Context: an optimization exercise on an open-source flow, tuned for small area, a short achievable clock period and few clock cycles per item. The choices shown serve that exercise and are no tape-out recipe. Where RTL was checked, it was by simulation tests only, not by an equivalence proof against the original. Function not checked in run 1: the RTL went through the layout flow alone. No activity file was given, so power comes from the tool's default toggle rates.

`run.sh`:
```
#!/bin/bash
# synth_recipe.tcl (not shown) runs the flow's synth.tcl, then flattens the netlist and writes it again
# the make line also repeats each setting of config.mk as NAME=value (left out here)
make -C /OpenROAD-flow-scripts/flow DESIGN_CONFIG=/design/flow/config.mk WORK_HOME=/design/flow/orfs CLKGATE_MAP_FILE= SYNTH_SCRIPT=/design/flow/synth_recipe.tcl finish
```
`config.mk`:
```
export PLATFORM = sky130hd
export DESIGN_NAME = bicubic_window_gen
export DESIGN_NICKNAME = bicubic_window_gen
export VERILOG_FILES = /design/flow/design.v
export SDC_FILE = /design/flow/constraint.sdc
export NUM_CORES = 4
export LEC_CHECK = 0
export CAP_MARGIN = 20
export CORE_MARGIN = 6
export CORE_UTILIZATION = 60
export SETUP_SLACK_MARGIN = 2.0
export SLEW_MARGIN = 20
```
`constraint.sdc`:
```
create_clock -name core_clock -period 5.5 [get_ports {i_clk}]
set_input_delay 1.1000 -clock core_clock [delete_from_list [all_inputs] [get_ports {i_clk}]]
set_output_delay 1.1000 -clock core_clock [all_outputs]
set_load 0.01 [all_outputs]
```
`design.v`:
```
`default_nettype none
package resizer_pixel_pkg;
   typedef logic [7:0] chan_t;
   typedef struct packed {
      chan_t r;
      chan_t g;
      chan_t b;
   } pixel_t;
   typedef logic [95:0] col_t;    
   typedef logic [383:0] window_t;    
   typedef struct packed {
      logic [31:0] tdata;
   } stream_in_t;
endpackage
`default_nettype wire
`default_nettype none
package resizer_frame_pkg;
   localparam int FRAME_W = 16;
   localparam int FRAME_H = 10;
   localparam int WIN     = 4;       
   typedef logic [3:0]          x_t;
   typedef logic [3:0]          y_t;
   typedef logic [1:0]          slot_t;    
   typedef logic [4:0]          rows_t;    
   typedef enum logic [1:0] {
      WR_IDLE,
      WR_ACCEPT,
      WR_HOLD
   } wr_state_t;
   typedef enum logic [1:0] {
      RD_WAIT,
      RD_PRIME,
      RD_RUN,
      RD_CLEAR
   } rd_state_t;
endpackage
`default_nettype wire
`timescale 1ns/1ns
`default_nettype none
module bicubic_window_gen
(
   input  wire logic       i_clk,
   input  wire logic       i_rstn,
   input  wire logic       i_s_tvalid,
   input  resizer_pixel_pkg::stream_in_t      i_s_tdata,
   output logic            o_s_tready,
   output logic            o_m_tvalid,
   output resizer_pixel_pkg::window_t         o_m_tdata,
   output logic            o_m_tlast,
   input  wire logic       i_m_tready
);
   localparam int DEPTH = 52;
   logic [23:0] sr [0:DEPTH-1];
   logic [23:0] pix;
   logic [7:0]  p;
   logic [7:0]  ic;
   logic        ahead;      
   logic        ov;         
   logic        rdy;        
   logic        slot_free;
   logic        accept;
   logic        split;
   logic        last_win;
   logic [DEPTH-1:0] en;
   assign pix       = {i_s_tdata.tdata[7:0], i_s_tdata.tdata[15:8], i_s_tdata.tdata[23:16]};
   assign slot_free = !ov || i_m_tready;
   assign o_s_tready = rdy && slot_free;
   assign accept    = i_s_tvalid && o_s_tready;
   assign split     = ahead && !last_win && i_m_tready && !i_s_tvalid;
   always_comb begin
      for (int d = 0; d < DEPTH; d++) begin
         en[d] = accept || (split && (8'(d) >= ic));
      end
   end
   always_ff @(posedge i_clk) begin
      if (en[0]) sr[0] <= pix;
      for (int d = 1; d < DEPTH; d++) begin
         if (en[d]) sr[d] <= sr[d-1];
      end
   end
   logic [7:0] p_n;
   logic [7:0] ic_n;
   logic       ahead_n;
   logic       ov_n;
   always_comb begin
      p_n     = p;
      ic_n    = ic;
      ahead_n = ahead;
      ov_n    = ov;
      if (ahead && last_win) begin
         if (ov && i_m_tready) begin
            ahead_n = 1'b0;
            ic_n    = ic + 8'(accept);
            p_n     = 8'd12 + ic + 8'(accept);
            ov_n    = accept && (ic == 8'd51);
         end
      end else if (accept || split) begin
         p_n = p + 8'd1;
         if (ahead) begin
            ov_n = 1'b1;
            if (accept) ic_n = ic + 8'd1;
         end else begin
            ov_n = (p >= 8'd63);
            if (ic == 8'd159) begin
               ic_n    = 8'd0;
               ahead_n = 1'b1;
            end else begin
               ic_n = ic + 8'd1;
            end
         end
      end else if (i_m_tready) begin
         ov_n = 1'b0;
      end
   end
   logic [3:1] rs;
   logic [3:1] cs;
   logic       last_q;
   always_ff @(posedge i_clk) begin
      if (!i_rstn) begin
         rdy    <= 1'b0;
         ov     <= 1'b0;
         ahead  <= 1'b0;
         ic     <= 8'd0;
         p      <= 8'd12;
         rs     <= '0;
         cs     <= '0;
         last_q <= 1'b0;
      end else begin
         rdy    <= 1'b1;
         ov     <= ov_n;
         ahead  <= ahead_n;
         ic     <= ic_n;
         p      <= p_n;
         rs[1]  <= (p_n[7:4] == 4'd11);
         rs[2]  <= (p_n[7:4] == 4'd12);
         rs[3]  <= (p_n[7:4] == 4'd13);
         cs[1]  <= (p_n[3:0] == 4'd13);
         cs[2]  <= (p_n[3:0] == 4'd14);
         cs[3]  <= (p_n[3:0] == 4'd15);
         last_q <= (p_n == 8'd223);
      end
   end
   assign last_win = last_q;
   logic [23:0] t   [0:3][0:3];
   logic [23:0] rc  [0:3][0:3];
   always_comb begin
      for (int i = 0; i < 4; i++) begin
         for (int j = 0; j < 4; j++) begin
            t[i][j] = sr[16*(3-i) + (3-j)];
         end
      end
      for (int j = 0; j < 4; j++) begin
         rc[0][j] = t[0][j];
         rc[1][j] = rs[3] ? t[0][j] : t[1][j];
         rc[2][j] = rs[3] ? t[0][j] : rs[2] ? t[1][j] : t[2][j];
         rc[3][j] = rs[3] ? t[0][j] : rs[2] ? t[1][j] : rs[1] ? t[2][j] : t[3][j];
      end
      for (int i = 0; i < 4; i++) begin
         o_m_tdata[24*i +: 24]      = rc[i][0];
         o_m_tdata[96 + 24*i +: 24]  = cs[3] ? rc[i][0] : rc[i][1];
         o_m_tdata[192 + 24*i +: 24] = cs[3] ? rc[i][0] : cs[2] ? rc[i][1] : rc[i][2];
         o_m_tdata[288 + 24*i +: 24] = cs[3] ? rc[i][0] : cs[2] ? rc[i][1] : cs[1] ? rc[i][2] : rc[i][3];
      end
   end
   assign o_m_tvalid = ov;
   assign o_m_tlast  = last_q;
endmodule
`default_nettype wire
```
==> summary.md, run 1 <==
| Metric | Value |
|---|---|
| Mapped cell area | approximately 51000 sq um |
| GRT Overall Usage | 0.651 |
| Gate count of the mapped netlist | 3468 |
| Post-synthesis xor/xnor area fraction | 0.000866 |
| Clk sinks | between 1000 and 1500 |
| Synth Area in Compound Gates | 0.100 |
| Most used DFF post-synth | edfxtp_1 |
| Hpwl dp | 113 mm |
| Largest family of logic cells by synthesized area | compound AO/OA/AOI/OAI gates |
| Number of port buffers | 414 |
| Syn_area_per_cell | approximately 15 sq um |
| Run status | did not finish |
| Worst End Pin Type | output port |
| Grt ovf | 91 |
| Io pins | about 420 |
| Ys Warns | 4 |
| Sequential area share after synthesis | 0.752 |
| Adder-Cell Fraction of Synth Area | 0.00149 |
| Worst endpoint after global-route timing repair | o_m_tdata[190] |
| Placement row count | about 110 |
| Die height | a little over 300 microns |
| H-tree levels | 3 |
| FFs w/ async S/R, synth | 0 |
| CTS Root Cell | clkbuf_16 |
| Simple-gate share of the synthesized area | 0.0656 |
| Post-synthesis sequential element count | around 1300 |
| EDFF count, synth | 1248 |
| Initial Util | 0.611 |
| Largest net degree at the start of global routing | slightly above 50 |
| Run Error | [ERROR GRT-0232] Routing congestion too high. Check the congestion heatmap in the GUI. |
| Initial antenna violation count | 32 |
| Overall die width | around 300 microns |
| Yosys cell types | between 60 and 70 |
| Num CTS Buffers | between 100 and 150 |
| Failing step | global routing (5_1_grt) |
| Routability cong. | 1.04 |
| Multiplexer share of the synthesized area | 0.0549 |
| Syn Nets | approximately 3500 |
| Clock buffer depth | 3 |
## synth_stat cells (all sizes together), types with 2 or more instances
| cell type | n | share of area |
|---|---|---|
| xnor2 | 4 | 0.00069 |
| o21ai | 406 | 0.040 |
| a311oi | 2 | 0.00035 |
| nand3b | 2 | 0.00030 |
| nand2b | 28 | 0.0035 |
| o211ai | 4 | 0.00059 |
| o31ai | 55 | 0.0082 |
| a211o | 34 | 0.0059 |
| nand3 | 18 | 0.0018 |
| o21a | 34 | 0.0050 |
| dfxtp | 26 | 0.010 |
| a211oi | 43 | 0.0064 |
| a21o | 5 | 0.00074 |
| clkbuf | 119 | 0.0088 |
| and3 | 18 | 0.0022 |
| nand2 | 312 | 0.023 |
| mux2i | 266 | 0.053 |
| o311a | 4 | 0.0010 |
| a21boi | 20 | 0.0030 |
| o21bai | 2 | 0.00030 |
| ha | 6 | 0.0015 |
| mux2 | 10 | 0.0022 |
| a31o | 2 | 0.00035 |
| nor4 | 5 | 0.00087 |
| or2 | 17 | 0.0021 |
| nor3 | 7 | 0.00069 |
| edfxtp | 1248 | 0.74 |
| nor3b | 3 | 0.00064 |
| nor2 | 212 | 0.016 |
| nor2b | 92 | 0.011 |
| o2bb2ai | 4 | 0.00069 |
| or3 | 2 | 0.00025 |
| a22oi | 10 | 0.0015 |
| inv | 100 | 0.0074 |
| buf | 85 | 0.0088 |
| and2 | 11 | 0.0014 |
| a21oi | 207 | 0.020 |
| nand4 | 6 | 0.00074 |
| a311o | 4 | 0.00079 |
| a221oi | 2 | 0.00035 |
| a31oi | 20 | 0.0025 |
## how the worst max path moves through the flow
stage,startpoint,end,slack [ps],cells past startpoint
after floorplan,i_s_tvalid,sr[8][0]$_DFFE_PP_,1550,8
after global placement,i_m_tready,sr[0][0]$_DFFE_PP_,1020,8
after detailed placement,i_m_tready,sr[0][1]$_DFFE_PP_,780,8
after CTS,rs[2]$_SDFF_PN0_,o_m_tdata[359],1580,10
## cells by family after synthesis
kind of cell / after synthesis
AO/OA/AOI/OAI: 867
flip-flops: 1274
XOR/XNOR: 5
buffers and inverters: 304
adder cells (fa/ha/maj): 6
AND/OR/NAND/NOR: 736
multiplexers: 276
## repair_timing
action,CTS
hold buffers,0
buffers inserted,202
resized for setup,1667
pin swaps,186
gates cloned,64
setup endpoints to repair,602
## power groups by stage
stage | clock network [mW] | registers, mW | logic, mW
after CTS | 8.26 | 11.8 | 2.76
after detailed placement | 0 | 12.0 | 2.44
after global placement | 0 | 11.9 | 2.41
after floorplan | 0 | 11.7 | 1.13
## layer usage
layer  overflow  track usage
met5          0        0.269
met4         45        0.604
met3          4        0.496
met2         40        0.819
met1          2        0.659
## per-stage QoR
stage          instances   util  power [mW]  setup WS [ps]  cell area [sq um]
2_1_floorplan       3468      -        12.9           1550              50600
3_3_place_gp        4834  0.678        14.4           1020              56100
3_5_place_dp        4834  0.678        14.4            779              56100
4_1_cts             5316  0.796        22.8           1580              65900
==> inputs of run 2 (changes only) <==
==> design.v (replaced) <==
`default_nettype none
package resizer_pixel_pkg;
   typedef logic [7:0] chan_t;
   typedef struct packed {
      chan_t r;
      chan_t g;
      chan_t b;
   } pixel_t;
   typedef logic [95:0] col_t;    
   typedef logic [383:0] window_t;    
   typedef struct packed {
      logic [31:0] tdata;
   } stream_in_t;
endpackage
`default_nettype wire
`default_nettype none
package resizer_frame_pkg;
   localparam int FRAME_W = 16;
   localparam int FRAME_H = 10;
   localparam int WIN     = 4;       
   typedef logic [3:0]          x_t;
   typedef logic [3:0]          y_t;
   typedef logic [1:0]          slot_t;    
   typedef logic [4:0]          rows_t;    
   typedef enum logic [1:0] {
      WR_IDLE,
      WR_ACCEPT,
      WR_HOLD
   } wr_state_t;
   typedef enum logic [1:0] {
      RD_WAIT,
      RD_PRIME,
      RD_RUN,
      RD_CLEAR
   } rd_state_t;
endpackage
`default_nettype wire
`timescale 1ns/1ns
`default_nettype none
module bicubic_window_gen
(
   input  wire logic       i_clk,
   input  wire logic       i_rstn,
   input  wire logic       i_s_tvalid,
   input  resizer_pixel_pkg::stream_in_t      i_s_tdata,
   output logic            o_s_tready,
   output logic            o_m_tvalid,
   output resizer_pixel_pkg::window_t         o_m_tdata,
   output logic            o_m_tlast,
   input  wire logic       i_m_tready
);
   localparam int DEPTH = 52;
   logic [23:0] sr [0:DEPTH-1];
   logic [23:0] pix;
   logic [7:0]  p;
   logic [7:0]  ic;
   logic        ahead;      
   logic        ov;         
   logic        rdy;        
   logic        slot_free;
   logic        accept;
   logic        split;
   logic        last_win;
   logic [DEPTH-1:0] en;
   assign pix       = {i_s_tdata.tdata[7:0], i_s_tdata.tdata[15:8], i_s_tdata.tdata[23:16]};
   assign last_win  = (p == 8'd223);
   assign slot_free = !ov || i_m_tready;
   assign o_s_tready = rdy && slot_free;
   assign accept    = i_s_tvalid && o_s_tready;
   assign split     = ahead && !last_win && i_m_tready && !i_s_tvalid;
   always_comb begin
      for (int d = 0; d < DEPTH; d++) begin
         en[d] = accept || (split && (8'(d) >= ic));
      end
   end
   always_ff @(posedge i_clk) begin
      if (en[0]) sr[0] <= pix;
      for (int d = 1; d < DEPTH; d++) begin
         if (en[d]) sr[d] <= sr[d-1];
      end
   end
   always_ff @(posedge i_clk) begin
      if (!i_rstn) begin
         rdy   <= 1'b0;
         ov    <= 1'b0;
         ahead <= 1'b0;
         ic    <= 8'd0;
         p     <= 8'd12;
      end else begin
         rdy <= 1'b1;
         if (ahead && last_win) begin
            if (ov && i_m_tready) begin
               ahead <= 1'b0;
               ic    <= ic + 8'(accept);
               p     <= 8'd12 + ic + 8'(accept);
               ov    <= accept && (ic == 8'd51);
            end
         end else if (accept || split) begin
            p <= p + 8'd1;
            if (ahead) begin
               ov <= 1'b1;
               if (accept) ic <= ic + 8'd1;
            end else begin
               ov <= (p >= 8'd63);
               if (ic == 8'd159) begin
                  ic    <= 8'd0;
                  ahead <= 1'b1;
               end else begin
                  ic <= ic + 8'd1;
               end
            end
         end else if (i_m_tready) begin
            ov <= 1'b0;
         end
      end
   end
   logic [1:0] rcl;    
   logic [1:0] ccl;    
   logic [23:0] t   [0:3][0:3];
   logic [23:0] rc  [0:3][0:3];
   always_comb begin
      rcl = (p[7:4] >= 4'd11) ? 2'(p[7:4] - 4'd10) : 2'd0;
      ccl = (p[3:0] >= 4'd13) ? 2'(p[3:0] - 4'd12) : 2'd0;
      for (int i = 0; i < 4; i++) begin
         for (int j = 0; j < 4; j++) begin
            t[i][j] = sr[16*(3-i) + (3-j)];
         end
      end
      for (int i = 0; i < 4; i++) begin
         for (int j = 0; j < 4; j++) begin
            if (i + int'(rcl) > 3) rc[i][j] = t[3 - int'(rcl)][j];
            else                   rc[i][j] = t[i][j];
         end
      end
      for (int i = 0; i < 4; i++) begin
         for (int j = 0; j < 4; j++) begin
            if (j + int'(ccl) > 3) o_m_tdata[96*j + 24*i +: 24] = rc[i][3 - int'(ccl)];
            else                   o_m_tdata[96*j + 24*i +: 24] = rc[i][j];
         end
      end
   end
   assign o_m_tvalid = ov;
   assign o_m_tlast  = last_win;
endmodule
`default_nettype wire
--- a/config.mk
+++ b/config.mk
@@ -9,4 +9,3 @@
 export CORE_MARGIN = 6
-export CORE_UTILIZATION = 60
-export SETUP_SLACK_MARGIN = 2.0
+export CORE_UTILIZATION = 40
 export SLEW_MARGIN = 20
==> run 2 against run 1 <==
  * The run now finishes clean
  * Synthesized cell count decreased by 7.4%
  * Synthesized area decreased by 1.1%
==> summary.md, run 2 <==
| Metric | Value |
|---|---|
| Util after Layout | 0.494 |
| Placement row count | 129 (was 105) |
| Number of port buffers | 414 (unchanged) |
| Io pins | 423 (unchanged) |
| Yosys cell types | 71 (was 66) |
| Sequential area share after synthesis | 0.757 (was 0.752) |
| Critical path arrival | roughly 4300 ps |
| Syn_area_per_cell | 15.6 sq um (was 14.6 sq um) |
| Final hold vios | 0 |
| Layout Cells excl Fill | about 5400 |
| PD cells | ~350 nW/um^2 |
| Run status | no timing/DRC/antenna violations (was did not finish) |
| Overall die width | 366 microns (was 302 microns) |
| Via density | about 6.2 |
| Number of flip-flops in the largest register | about 1200 |
| Synth top area cells | edfxtp_1 (75%), mux2i_1 (3.0%), nand2_1 (2.7%), o21ai_0 (1.7%), clkbuf_1 (1.2%) (was edfxtp_1 (74%), mux2i_1 (5.3%), o21ai_0 (3.8%), nand2_1 (2.3%), a21oi_1 (2.0%)) |
| Synth area leader | edfxtp_1 (unchanged) |
| Layout cells sized above 1 | 0.119 |
| Critical path required time | about 4400 ps |
| Routability cong. | 0.975 (was 1.04) |
| Period minus WS final | 5420 ps |
| Filler cells | approximately 10000 |
| Pwr Total | between 20 and 25 mW |
| Core ar. | about 120000 sq um |
| Clk slew on worst S/H paths | around 60 ps |
| Peak Freq | around 0.18 GHz |
| Vias | about 33000 |
| Worst Hold Class | reg -> reg |
| Setup CP Type | reg -> out |
| DP Cell Count | 5186 (was 4834) |
| Nature of the critical path endpoint | primary output |
| Relative slew slack | 0.261 |
| Most used cells in the layout excluding fill and tap cells | edfxtp_1 (1248), clkdlybuf4s50_1 (414), nand2_1 (359) |
| Unrepaired setup endpoints after global routing | no |
| Clock buffer depth | 3 (unchanged) |
| EDFF count, synth | 1248 (unchanged) |
| VDD IR-drop max | 0.319 mV |
| Leak Pwr | 21.1 nW |
| Grt ovf | 0 |
| Mapped cell area | 50000 sq um (was 50600 sq um) |
| Largest Register | sr |
| Gate count of the mapped netlist | 3211 (was 3468) |
| Avg WL per Cell | between 30 and 40 microns |
| Most used DFF post-synth | edfxtp_1 (unchanged) |
| Commonest cells in the netlist | edfxtp_1 (1248), nand2_1 (360), o21ai_0 (167) (was edfxtp_1 (1248), o21ai_0 (384), nand2_1 (312)) |
| Die area | approximately 130000 sq um |
| Worst reg-to-reg path cell count | 8 |
| CTS Root Cell | clkbuf_16 (unchanged) |
| Area Overhead vs Synth | 22.3% |
| Count of final max-slew check failures | 0 |
| Die height | 366 microns (was 302 microns) |
| Post-Route WL | 193 mm |
| Largest net degree at the start of global routing | 92 |
| Crit Path Max Fanout | 34 |
| Iter 0 DRT Violations | approximately 5300 |
| Syn Nets | 3255 (was 3510) |
| Max Cap Viol | 0 |
| FFs w/ async S/R, synth | 0 (unchanged) |
| CTS tree | yes |
| Ys Warns | 4 (unchanged) |
| Final Setup Violations | 0 |
| H-tree levels | 4 (was 3) |
| Area of the multi-input gates | 11600 sq um |
| GRT Overall Usage | 0.279 |
| Hold path cells | 0 |
| # hold bufs at CTS | 0 (unchanged) |
| Worst Setup Start Kind | flop |
| Final Instance Area | slightly above 60000 sq um |
| Drt pass-1 iters | 9 |
| Cell area after placement | 57000 sq um (was 56100 sq um) |
| FF/Latch Area | between 30000 and 40000 sq um |
| ANT nets after route | 0 |
| Placement Setup Slack | 828 ps (was 779 ps) |
| Slew @ Worst Pin | ~1100 ps |
| Setup TNS Final | 0 ps |
| Final Skew | ~35 ps |
| Biggest regs | sr x1248, ic x8, p x8 |
| Final WS setup | slightly below 80 ps |
| Synth top area share | 0.750 (was 0.741) |
| Initial antenna violation count | 12 |
| Post-synthesis sequential element count | 1267 (was 1274) |
| Number of global-route vias before repair | between 30000 and 40000 |
| Final nets | approximately 3700 |
| Worst-skew pair later-pin latency | approximately 760 ps |
| Final worst path period share | 0.986 |
| Hpwl dp | 138 mm (was 113 mm) |
| Most common cell after layout, fill and taps aside | edfxtp_1 |
| WHS | 398 ps |
| Clk sinks | 1267 (was 1274) |
| First-pass GRT wire length | approximately 260 mm |
| Count leader, synth | edfxtp_1 (unchanged) |
| Residual DRC count | 0 |
| Initial Util | 0.404 (was 0.611) |
| Num CTS Buffers | 131 (was 117) |
run 2: cell types whose count changed after synthesis, moves of 59 or more:
cell	delta
inv_1	-80
a22oi_1	+59
nor2_1	-86
mux2i_1	-117
o21ai_0	-217
a21oi_1	-125
run 2: critical path: stages, from the launching register on:
cell and delay [ps]:
dfxtp_4 730, buf_6 400, o21ai_2 240, a221oi_1 490
a2bb2oi_1 550, o221ai_1 510, clkdlybuf4s50_1 610
run 2: where the power goes:
group	internal (mW)	switching (mW)	total (mW)
clock	4.90	3.70	8.60
combinational	0.606	1.01	1.62
sequential	11.0	0.255	11.3
run 2: timing repair:
item	in CTS	in global routing
setup endpoints to repair	0	14
setup buffers	0	2
gates resized for setup	0	8
run 2: cell type report:
type / count / share of cell area
inverters: 20 / 0.00123
diodes: 4 / 0.000164
clock inverters: 64 / 0.00958
repair buffers: 558 / 0.0892
multi-input cells: 1707 / 0.190
well taps: 1637 / 0.0335
clock buffers: 165 / 0.0573
flip-flops and latches: 1267 / 0.620
run 2: kinds of logic after synthesis:
group           count (synthesis)  synth area share
mux                           198            0.0410
buf+inv                       238            0.0190
fa+ha+maj                       8           0.00200
flops                        1267             0.757
simple gates                  677            0.0608
compound gates                818             0.119
xor+xnor                        5          0.000876
run 2: worst paths after layout:
check | startpoint | endpoint | slack, ps
max | p[4]$_SDFFE_PN0P_ | o_m_tdata[361] | 80
min | sr[44][5]$_DFFE_PP_ | sr[45][5]$_DFFE_PP_ | 400
max reg2reg | p[4]$_SDFFE_PN0P_ | sr[0][7]$_DFFE_PP_ | 1860
min reg2reg | sr[44][5]$_DFFE_PP_ | sr[45][5]$_DFFE_PP_ | 400
run 2: metal layers:
| metal | up-vias | part of all wire | global-route usage |
|---|---|---|---|
| met1 | 16900 | 0.38 | 0.357 |
| li1 | 13700 | - | - |
| met2 | 2373 | 0.44 | 0.433 |
| met4 | 8 | 0.068 | 0.148 |
| met3 | 453 | 0.11 | 0.0774 |
| met5 | - | 0.00087 | 0.00763 |
Testbench counts of run 2, summed over its fixed seeds: cycles 5,544, windows 5,120.

## separate check: timing with driven ports
In the flow no input, the clock included, has a driving cell. The finished layout below was timed again as built, in two steps. Step 1 sets driving cells, clkbuf_16 on the clock port and buf_2 on the other inputs (assumed; they add their load-dependent delay and slew). Step 2, shift: input delay + t, output delay - t, t = (earliest + latest rising clock arrival at the registers) / 2. This alone moves slack from input paths to output paths. a / b / c = ideal ports / drivers / drivers and shift; a / b = the first two.
run: run 2
t (ns): 0.814
setup slack, ns: 0.078 / 0.004 / 0.818
hold WS [ns]: 0.398 / 0.398 / 0.398
clock arrival spread, ns: 0.036 / 0.036
worst data-port slew with drivers (ns): 0.07
After both steps run 2 still meets setup and hold. For run 2, drivers alone change the setup slack by -0.074 ns; drivers and shift together by +0.740 ns.
